Context: an optimization exercise on an open-source flow, tuned for small area, a short achievable clock period and few clock cycles per item. The choices shown serve that exercise and are no tape-out recipe. RTL that was checked went through simulation tests only; none was proved equivalent to the original.

==> inputs of garnet <==
// mat_engine_top
module mat_engine_top (
    input  logic                           clk,
    input  logic                           rst_n,
    input  logic                           cmd_valid,
    input  logic [1:0]                     cmd_op,
    input  logic [mat_cfg_pkg::ADDR_W-1:0] cmd_addr,
    input  logic [mat_cfg_pkg::OPND_W-1:0] cmd_data,
    input  logic [mat_cfg_pkg::ADDR_W-1:0] rd_addr,
    output logic [mat_cfg_pkg::ACC_W-1:0]  rd_data,
    output logic                           busy,
    output logic                           done
);
    logic                          wr_a;
    logic                          wr_b;
    logic                          start;
    logic                          clr;
    logic                          busy_next;
    logic                          sel_a;
    logic [OPND_W-1:0]             old_val;
    logic [MAT_N*OPND_W-1:0]       x_row;
    logic [MAT_N*MAT_N*C_W-1:0]  c_live;
    assign sel_a = (cmd_op == mat_ctrl_pkg::OP_LOAD_A);
    host_cmd_decode u_decode (
        .clk       (clk),
        .rst_n     (rst_n),
        .cmd_valid (cmd_valid),
        .cmd_op    (cmd_op),
        .busy_next (busy_next),
        .wr_a      (wr_a),
        .wr_b      (wr_b),
        .start     (start),
        .clr       (clr)
    );
    operand_bank u_bank (
        .clk     (clk),
        .clr     (clr),
        .wr_a    (wr_a),
        .wr_b    (wr_b),
        .sel_a   (sel_a),
        .addr    (cmd_addr),
        .data    (cmd_data),
        .old_val (old_val),
        .x_row   (x_row)
    );
    matmul_execute u_exec (
        .clk       (clk),
        .rst_n     (rst_n),
        .clr       (clr),
        .start     (start),
        .load      (wr_a || wr_b),
        .sel_a     (sel_a),
        .addr      (cmd_addr),
        .data      (cmd_data),
        .old_val   (old_val),
        .x_row     (x_row),
        .busy      (busy),
        .busy_next (busy_next),
        .done      (done),
        .c_live    (c_live)
    );
    result_store u_result (
        .clk      (clk),
        .copy     (busy),
        .c_live   (c_live),
        .rd_addr  (rd_addr),
        .rd_data  (rd_data)
    );
endmodule
==> module host_cmd_decode, before the edit <==
module host_cmd_decode (
    input  logic                           clk,
    input  logic                           rst_n,
    input  logic                           cmd_valid,
    input  logic [1:0]                     cmd_op,
    input  logic                           busy_next,
    output logic                           wr_a,
    output logic                           wr_b,
    output logic                           start,
    output logic                           clr
);
    logic cmd_ok;
    assign cmd_ok = cmd_valid && !busy_next;
    assign wr_a   = cmd_ok && (cmd_op == OP_LOAD_A);
    assign wr_b   = cmd_ok && (cmd_op == OP_LOAD_B);
    always_ff @(posedge clk or negedge rst_n) begin
        if (!rst_n) begin
            start <= 1'b0;
        end else begin
            start <= cmd_ok && (cmd_op == OP_START);
        end
    end
    always_ff @(posedge clk or negedge rst_n) begin
        if (!rst_n) begin
            clr <= 1'b1;
        end else begin
            clr <= 1'b0;
        end
    end
endmodule
==> module matmul_execute, before the edit <==
module matmul_execute (
    input  logic                            clk,
    input  logic                            rst_n,
    input  logic                            clr,
    input  logic                            start,
    input  logic                            load,
    input  logic                            sel_a,
    input  logic [ADDR_W-1:0]               addr,
    input  mat_cfg_pkg::operand_t           data,
    input  logic [OPND_W-1:0]               old_val,
    input  logic [MAT_N*OPND_W-1:0]         x_row,
    output logic                            busy,
    output logic                            busy_next,
    output logic                            done,
    output logic [MAT_N*MAT_N*C_W-1:0]    c_live
);
    localparam int DW = OPND_W + 1;
    logic                        s1_vld;
    logic signed [DW-1:0]        s1_d;
    logic [3:0]                  s1_bn  [MAT_N];
    logic [3:0]                  s1_bo  [MAT_N];
    logic [3:0]                  s1_bt  [MAT_N];
    logic [IDX_W-1:0]            s1_sel [MAT_N];
    logic signed [C_W-1:0]       c_old  [MAT_N];
    logic signed [C_W-1:0]       c_new  [MAT_N];
    assign busy_next = start;
    always_ff @(posedge clk or negedge rst_n) begin
        if (!rst_n) begin
            busy <= 1'b0;
            done <= 1'b0;
        end else begin
            busy <= busy_next;
            if (start) begin
                done <= 1'b0;
            end else if (busy) begin
                done <= 1'b1;
            end
        end
    end
    always_ff @(posedge clk or negedge rst_n) begin
        if (!rst_n) begin
            s1_vld <= 1'b0;
        end else begin
            s1_vld <= load;
        end
    end
    always_ff @(posedge clk) begin
        s1_d <= DW'($signed(data)) - DW'($signed(old_val));
        for (int m = 0; m < MAT_N; m++) begin
            for (int k = 0; k < 4; k++) begin
                logic [2:0] t;
                t = {x_row[m*OPND_W + 2*k + 1], x_row[m*OPND_W + 2*k],
                     (k == 0) ? 1'b0 : x_row[m*OPND_W + 2*k - 1]};
                s1_bn[m][k] <= t[2];
                s1_bo[m][k] <= t[1] ^ t[0];
                s1_bt[m][k] <= (t == 3'b011) || (t == 3'b100);
            end
            s1_sel[m] <= sel_a ? addr[ADDR_W-1:IDX_W] : IDX_W'(m) - addr[IDX_W-1:0];
        end
    end
    always_comb begin
        for (int m = 0; m < MAT_N; m++) begin
            c_old[m] = '0;
            for (int r = 0; r < MAT_N; r++) begin
                if (s1_sel[m] == IDX_W'(r)) begin
                    c_old[m] = c_live[(r*MAT_N + ((m - r) & (MAT_N - 1)))*C_W +: C_W];
                end
            end
        end
    end
    for (genvar m = 0; m < MAT_N; m++) begin : g_lane
        mac_lane u_mac (
            .d (s1_d),
            .bn(s1_bn[m]),
            .bo(s1_bo[m]),
            .bt(s1_bt[m]),
            .c (c_old[m]),
            .y (c_new[m])
        );
    end
    always_ff @(posedge clk) begin
        for (int r = 0; r < MAT_N; r++) begin
            for (int c = 0; c < MAT_N; c++) begin
                if (clr || (s1_vld && s1_sel[(r + c) % MAT_N] == IDX_W'(r))) begin
                    c_live[(r*MAT_N + c)*C_W +: C_W] <= clr ? '0 : c_new[(r + c) % MAT_N];
                end
            end
        end
    end
endmodule
==> module mat_engine_top, before the edit <==
module mat_engine_top (
    input  logic                           clk,
    input  logic                           rst_n,
    input  logic                           cmd_valid,
    input  logic [1:0]                     cmd_op,
    input  logic [mat_cfg_pkg::ADDR_W-1:0] cmd_addr,
    input  logic [mat_cfg_pkg::OPND_W-1:0] cmd_data,
    input  logic [mat_cfg_pkg::ADDR_W-1:0] rd_addr,
    output logic [mat_cfg_pkg::ACC_W-1:0]  rd_data,
    output logic                           busy,
    output logic                           done
);
    logic                          wr_a;
    logic                          wr_b;
    logic                          start;
    logic                          clr;
    logic                          busy_next;
    logic                          sel_a;
    logic [OPND_W-1:0]             old_val;
    logic [MAT_N*OPND_W-1:0]       x_row;
    logic [MAT_N*MAT_N*C_W-1:0]  c_live;
    assign sel_a = (cmd_op == mat_ctrl_pkg::OP_LOAD_A);
    host_cmd_decode u_decode (
        .clk       (clk),
        .rst_n     (rst_n),
        .cmd_valid (cmd_valid),
        .cmd_op    (cmd_op),
        .busy_next (busy_next),
        .wr_a      (wr_a),
        .wr_b      (wr_b),
        .start     (start),
        .clr       (clr)
    );
    operand_bank u_bank (
        .clk     (clk),
        .clr     (clr),
        .wr_a    (wr_a),
        .wr_b    (wr_b),
        .sel_a   (sel_a),
        .addr    (cmd_addr),
        .data    (cmd_data),
        .old_val (old_val),
        .x_row   (x_row)
    );
    matmul_execute u_exec (
        .clk       (clk),
        .rst_n     (rst_n),
        .clr       (clr),
        .start     (start),
        .load      (wr_a || wr_b),
        .sel_a     (sel_a),
        .addr      (cmd_addr),
        .data      (cmd_data),
        .old_val   (old_val),
        .x_row     (x_row),
        .busy      (busy),
        .busy_next (busy_next),
        .done      (done),
        .c_live    (c_live)
    );
    result_store u_result (
        .clk      (clk),
        .copy     (busy),
        .c_live   (c_live),
        .rd_addr  (rd_addr),
        .rd_data  (rd_data)
    );
endmodule
==> module result_store, before the edit <==
module result_store (
    input  logic                           clk,
    input  logic                           copy,
    input  logic [MAT_N*MAT_N*C_W-1:0]   c_live,
    input  logic [ADDR_W-1:0]              rd_addr,
    output mat_cfg_pkg::acc_t              rd_data
);
    logic [MAT_N*MAT_N*C_W-1:0] res;
    always_ff @(posedge clk) begin
        if (copy) res <= c_live;
    end
    assign rd_data = ACC_W'($signed(res[rd_addr*C_W +: C_W]));
endmodule
clock: 8.5 ns
lec_check: 0
cap_margin: 20
core_margin: 2
core_utilization: 40
place_density: 0.6
setup_slack_margin: 4.0
slew_margin: 20
run.sh (not shown) runs the stock make flow with config.mk's settings and CLKGATE_MAP_FILE= SYNTH_SCRIPT=/design/flow/synth_recipe.tcl, a recipe that flattens the netlist after the stock synthesis.
==> sierra: changes against garnet <==
--- a/flow/design.v
+++ b/flow/design.v
@@ -34,5 +34,10 @@
     input  logic [1:0]                     cmd_op,
-    input  logic                           busy_next,
+    input  logic [mat_cfg_pkg::ADDR_W-1:0] cmd_addr,
+    input  mat_cfg_pkg::operand_t          cmd_data,
+    input  logic                           busy,
     output logic                           wr_a,
     output logic                           wr_b,
+    output logic                           sel_a,
+    output logic [mat_cfg_pkg::ADDR_W-1:0] wr_addr,
+    output mat_cfg_pkg::operand_t          wr_data,
     output logic                           start,
@@ -40,20 +45,25 @@
 );
-    logic cmd_ok;
-    assign cmd_ok = cmd_valid && !busy_next;
-    assign wr_a   = cmd_ok && (cmd_op == OP_LOAD_A);
-    assign wr_b   = cmd_ok && (cmd_op == OP_LOAD_B);
+    logic       cmd_vld_q;
+    logic [1:0] cmd_op_q;
+    logic       cmd_ok;
     always_ff @(posedge clk or negedge rst_n) begin
         if (!rst_n) begin
-            start <= 1'b0;
+            cmd_vld_q <= 1'b0;
+            cmd_op_q  <= OP_NOP;
+            clr       <= 1'b1;
         end else begin
-            start <= cmd_ok && (cmd_op == OP_START);
+            cmd_vld_q <= cmd_valid;
+            cmd_op_q  <= cmd_op;
+            clr       <= 1'b0;
         end
     end
-    always_ff @(posedge clk or negedge rst_n) begin
-        if (!rst_n) begin
-            clr <= 1'b1;
-        end else begin
-            clr <= 1'b0;
-        end
+    always_ff @(posedge clk) begin
+        wr_addr <= cmd_addr;
+        wr_data <= cmd_data;
     end
+    assign cmd_ok = cmd_vld_q && !busy;
+    assign wr_a   = cmd_ok && (cmd_op_q == OP_LOAD_A);
+    assign wr_b   = cmd_ok && (cmd_op_q == OP_LOAD_B);
+    assign start  = cmd_ok && (cmd_op_q == OP_START);
+    assign sel_a  = (cmd_op_q == OP_LOAD_A);
 endmodule
@@ -119,3 +129,2 @@
     output logic                            busy,
-    output logic                            busy_next,
     output logic                            done,
@@ -132,3 +141,2 @@
     logic signed [C_W-1:0]       c_new  [MAT_N];
-    assign busy_next = start;
     always_ff @(posedge clk or negedge rst_n) begin
@@ -138,3 +146,3 @@
         end else begin
-            busy <= busy_next;
+            busy <= start;
             if (start) begin
@@ -375,3 +383,4 @@
     logic                          clr;
-    logic                          busy_next;
+    logic [ADDR_W-1:0]             wr_addr;
+    mat_cfg_pkg::operand_t         wr_data;
     logic                          sel_a;
@@ -380,3 +389,2 @@
     logic [MAT_N*MAT_N*C_W-1:0]  c_live;
-    assign sel_a = (cmd_op == mat_ctrl_pkg::OP_LOAD_A);
     host_cmd_decode u_decode (
@@ -386,5 +394,10 @@
         .cmd_op    (cmd_op),
-        .busy_next (busy_next),
+        .cmd_addr  (cmd_addr),
+        .cmd_data  (cmd_data),
+        .busy      (busy),
         .wr_a      (wr_a),
         .wr_b      (wr_b),
+        .sel_a     (sel_a),
+        .wr_addr   (wr_addr),
+        .wr_data   (wr_data),
         .start     (start),
@@ -398,4 +411,4 @@
         .sel_a   (sel_a),
-        .addr    (cmd_addr),
-        .data    (cmd_data),
+        .addr    (wr_addr),
+        .data    (wr_data),
         .old_val (old_val),
@@ -410,4 +423,4 @@
         .sel_a     (sel_a),
-        .addr      (cmd_addr),
-        .data      (cmd_data),
+        .addr      (wr_addr),
+        .data      (wr_data),
         .old_val   (old_val),
@@ -415,3 +428,2 @@
         .busy      (busy),
-        .busy_next (busy_next),
         .done      (done),
--- a/flow/config.mk
+++ b/flow/config.mk
@@ -9,5 +9,5 @@
 export CORE_MARGIN = 2
-export CORE_UTILIZATION = 40
-export PLACE_DENSITY = 0.6
-export SETUP_SLACK_MARGIN = 4.0
+export CORE_UTILIZATION = 55
+export PLACE_DENSITY = 0.7
+export SETUP_SLACK_MARGIN = 3.75
 export SLEW_MARGIN = 20
==> umber: changes against garnet <==
--- a/flow/design.v
+++ b/flow/design.v
@@ -34,5 +34,10 @@
     input  logic [1:0]                     cmd_op,
-    input  logic                           busy_next,
+    input  logic [mat_cfg_pkg::ADDR_W-1:0] cmd_addr,
+    input  mat_cfg_pkg::operand_t          cmd_data,
+    input  logic                           busy,
     output logic                           wr_a,
     output logic                           wr_b,
+    output logic                           sel_a,
+    output logic [mat_cfg_pkg::ADDR_W-1:0] wr_addr,
+    output mat_cfg_pkg::operand_t          wr_data,
     output logic                           start,
@@ -40,20 +45,25 @@
 );
-    logic cmd_ok;
-    assign cmd_ok = cmd_valid && !busy_next;
-    assign wr_a   = cmd_ok && (cmd_op == OP_LOAD_A);
-    assign wr_b   = cmd_ok && (cmd_op == OP_LOAD_B);
+    logic       cmd_vld_q;
+    logic [1:0] cmd_op_q;
+    logic       cmd_ok;
     always_ff @(posedge clk or negedge rst_n) begin
         if (!rst_n) begin
-            start <= 1'b0;
+            cmd_vld_q <= 1'b0;
+            cmd_op_q  <= OP_NOP;
+            clr       <= 1'b1;
         end else begin
-            start <= cmd_ok && (cmd_op == OP_START);
+            cmd_vld_q <= cmd_valid;
+            cmd_op_q  <= cmd_op;
+            clr       <= 1'b0;
         end
     end
-    always_ff @(posedge clk or negedge rst_n) begin
-        if (!rst_n) begin
-            clr <= 1'b1;
-        end else begin
-            clr <= 1'b0;
-        end
+    always_ff @(posedge clk) begin
+        wr_addr <= cmd_addr;
+        wr_data <= cmd_data;
     end
+    assign cmd_ok = cmd_vld_q && !busy;
+    assign wr_a   = cmd_ok && (cmd_op_q == OP_LOAD_A);
+    assign wr_b   = cmd_ok && (cmd_op_q == OP_LOAD_B);
+    assign start  = cmd_ok && (cmd_op_q == OP_START);
+    assign sel_a  = (cmd_op_q == OP_LOAD_A);
 endmodule
@@ -119,3 +129,2 @@
     output logic                            busy,
-    output logic                            busy_next,
     output logic                            done,
@@ -132,3 +141,2 @@
     logic signed [C_W-1:0]       c_new  [MAT_N];
-    assign busy_next = start;
     always_ff @(posedge clk or negedge rst_n) begin
@@ -138,3 +146,3 @@
         end else begin
-            busy <= busy_next;
+            busy <= start;
             if (start) begin
@@ -355,3 +363,14 @@
     end
-    assign rd_data = ACC_W'($signed(res[rd_addr*C_W +: C_W]));
+    logic [MAT_N*MAT_N-1:0] rd_sel;
+    logic [C_W-1:0]         rd_val;
+    always_comb begin
+        for (int e = 0; e < MAT_N*MAT_N; e++) begin
+            rd_sel[e] = (rd_addr == ADDR_W'(e));
+        end
+        rd_val = '0;
+        for (int e = 0; e < MAT_N*MAT_N; e++) begin
+            rd_val = rd_val | ({C_W{rd_sel[e]}} & res[e*C_W +: C_W]);
+        end
+    end
+    assign rd_data = ACC_W'($signed(rd_val));
 endmodule
@@ -375,3 +394,4 @@
     logic                          clr;
-    logic                          busy_next;
+    logic [ADDR_W-1:0]             wr_addr;
+    mat_cfg_pkg::operand_t         wr_data;
     logic                          sel_a;
@@ -380,3 +400,2 @@
     logic [MAT_N*MAT_N*C_W-1:0]  c_live;
-    assign sel_a = (cmd_op == mat_ctrl_pkg::OP_LOAD_A);
     host_cmd_decode u_decode (
@@ -386,5 +405,10 @@
         .cmd_op    (cmd_op),
-        .busy_next (busy_next),
+        .cmd_addr  (cmd_addr),
+        .cmd_data  (cmd_data),
+        .busy      (busy),
         .wr_a      (wr_a),
         .wr_b      (wr_b),
+        .sel_a     (sel_a),
+        .wr_addr   (wr_addr),
+        .wr_data   (wr_data),
         .start     (start),
@@ -398,4 +422,4 @@
         .sel_a   (sel_a),
-        .addr    (cmd_addr),
-        .data    (cmd_data),
+        .addr    (wr_addr),
+        .data    (wr_data),
         .old_val (old_val),
@@ -410,4 +434,4 @@
         .sel_a     (sel_a),
-        .addr      (cmd_addr),
-        .data      (cmd_data),
+        .addr      (wr_addr),
+        .data      (wr_data),
         .old_val   (old_val),
@@ -415,3 +439,2 @@
         .busy      (busy),
-        .busy_next (busy_next),
         .done      (done),
--- a/flow/config.mk
+++ b/flow/config.mk
@@ -9,5 +9,5 @@
 export CORE_MARGIN = 2
-export CORE_UTILIZATION = 40
-export PLACE_DENSITY = 0.6
-export SETUP_SLACK_MARGIN = 4.0
+export CORE_UTILIZATION = 55
+export PLACE_DENSITY = 0.7
+export SETUP_SLACK_MARGIN = 3.5
 export SLEW_MARGIN = 20
==> Flow_metrics.wiki <==
{| class="wikitable"
! Metric !! Value
|-
| Fin area || 55370 µm²
|-
| Reg-to-reg critical path endpoint || u_exec.c_live[267]
|-
| Fraction of final layout cells sized beyond drive strength 1 || 29.27%
|-
| Most frequent cells after synthesis || edfxtp_1, inv_1, mux4_2
|-
| Topmost layer with routed signal wires || met5
|-
| Routed wl met2 || 67700 µm
|-
| Outcome || complete, no violations
|}
That was garnet.
==> Flow_metrics.wiki <==
{| class="wikitable"
! Metric !! Value
|-
| Outcome || complete, no violations
|-
| Fin area || 52540 µm²
|-
| Routed wl met2 || 62870 µm
|-
| Most frequent cells after synthesis || edfxtp_1, inv_1, mux4_2
|-
| Topmost layer with routed signal wires || met5
|}
That was sierra.
==> Flow_metrics.wiki <==
{| class="wikitable"
! Metric !! Value
|-
| Fin area || 52260 µm²
|-
| Most frequent cells after synthesis || edfxtp_1, inv_1, a22oi_1
|-
| Reg-to-reg critical path endpoint || u_exec.c_live[107]
|-
| Routed wl met2 || 69380 µm
|-
| Fraction of final layout cells sized beyond drive strength 1 || 16.90%
|-
| Outcome || complete, no violations
|-
| Topmost layer with routed signal wires || met4
|}
That was umber.
Testbench counts of sierra, summed over its fixed seeds: cycles 12,816, items 480.
Function not checked in garnet and umber: the RTL went through the layout flow alone.

## re-timing with driven ports
The flow's constraints put no driver on any port. The routed layouts listed below were extracted and timed again, unchanged, in two steps.
Step 1 assumes that a clkbuf_16 drives the clock port and a buf_2 every other input.
Step 2 times the ports against the registers' clock, not the clock port: input delays grow and output delays shrink by t, the midpoint of the rising clock arrivals with the driver on.
a / b / c = no drivers / after step 1 / after step 2; a / b = the first two.
run	t, ns	setup WS [ns]	cell pins on the clock port's net
garnet	0.750	3.531 / 3.018 / 3.018	1
sierra	0.722	3.502 / 3.202 / 3.202	1
umber	0.722	3.373 / 3.283 / 3.283	1
After both steps every run listed still meets setup and hold. For garnet, which loses most, drivers alone change the setup slack by -0.513 ns; drivers and shift together by -0.513 ns.
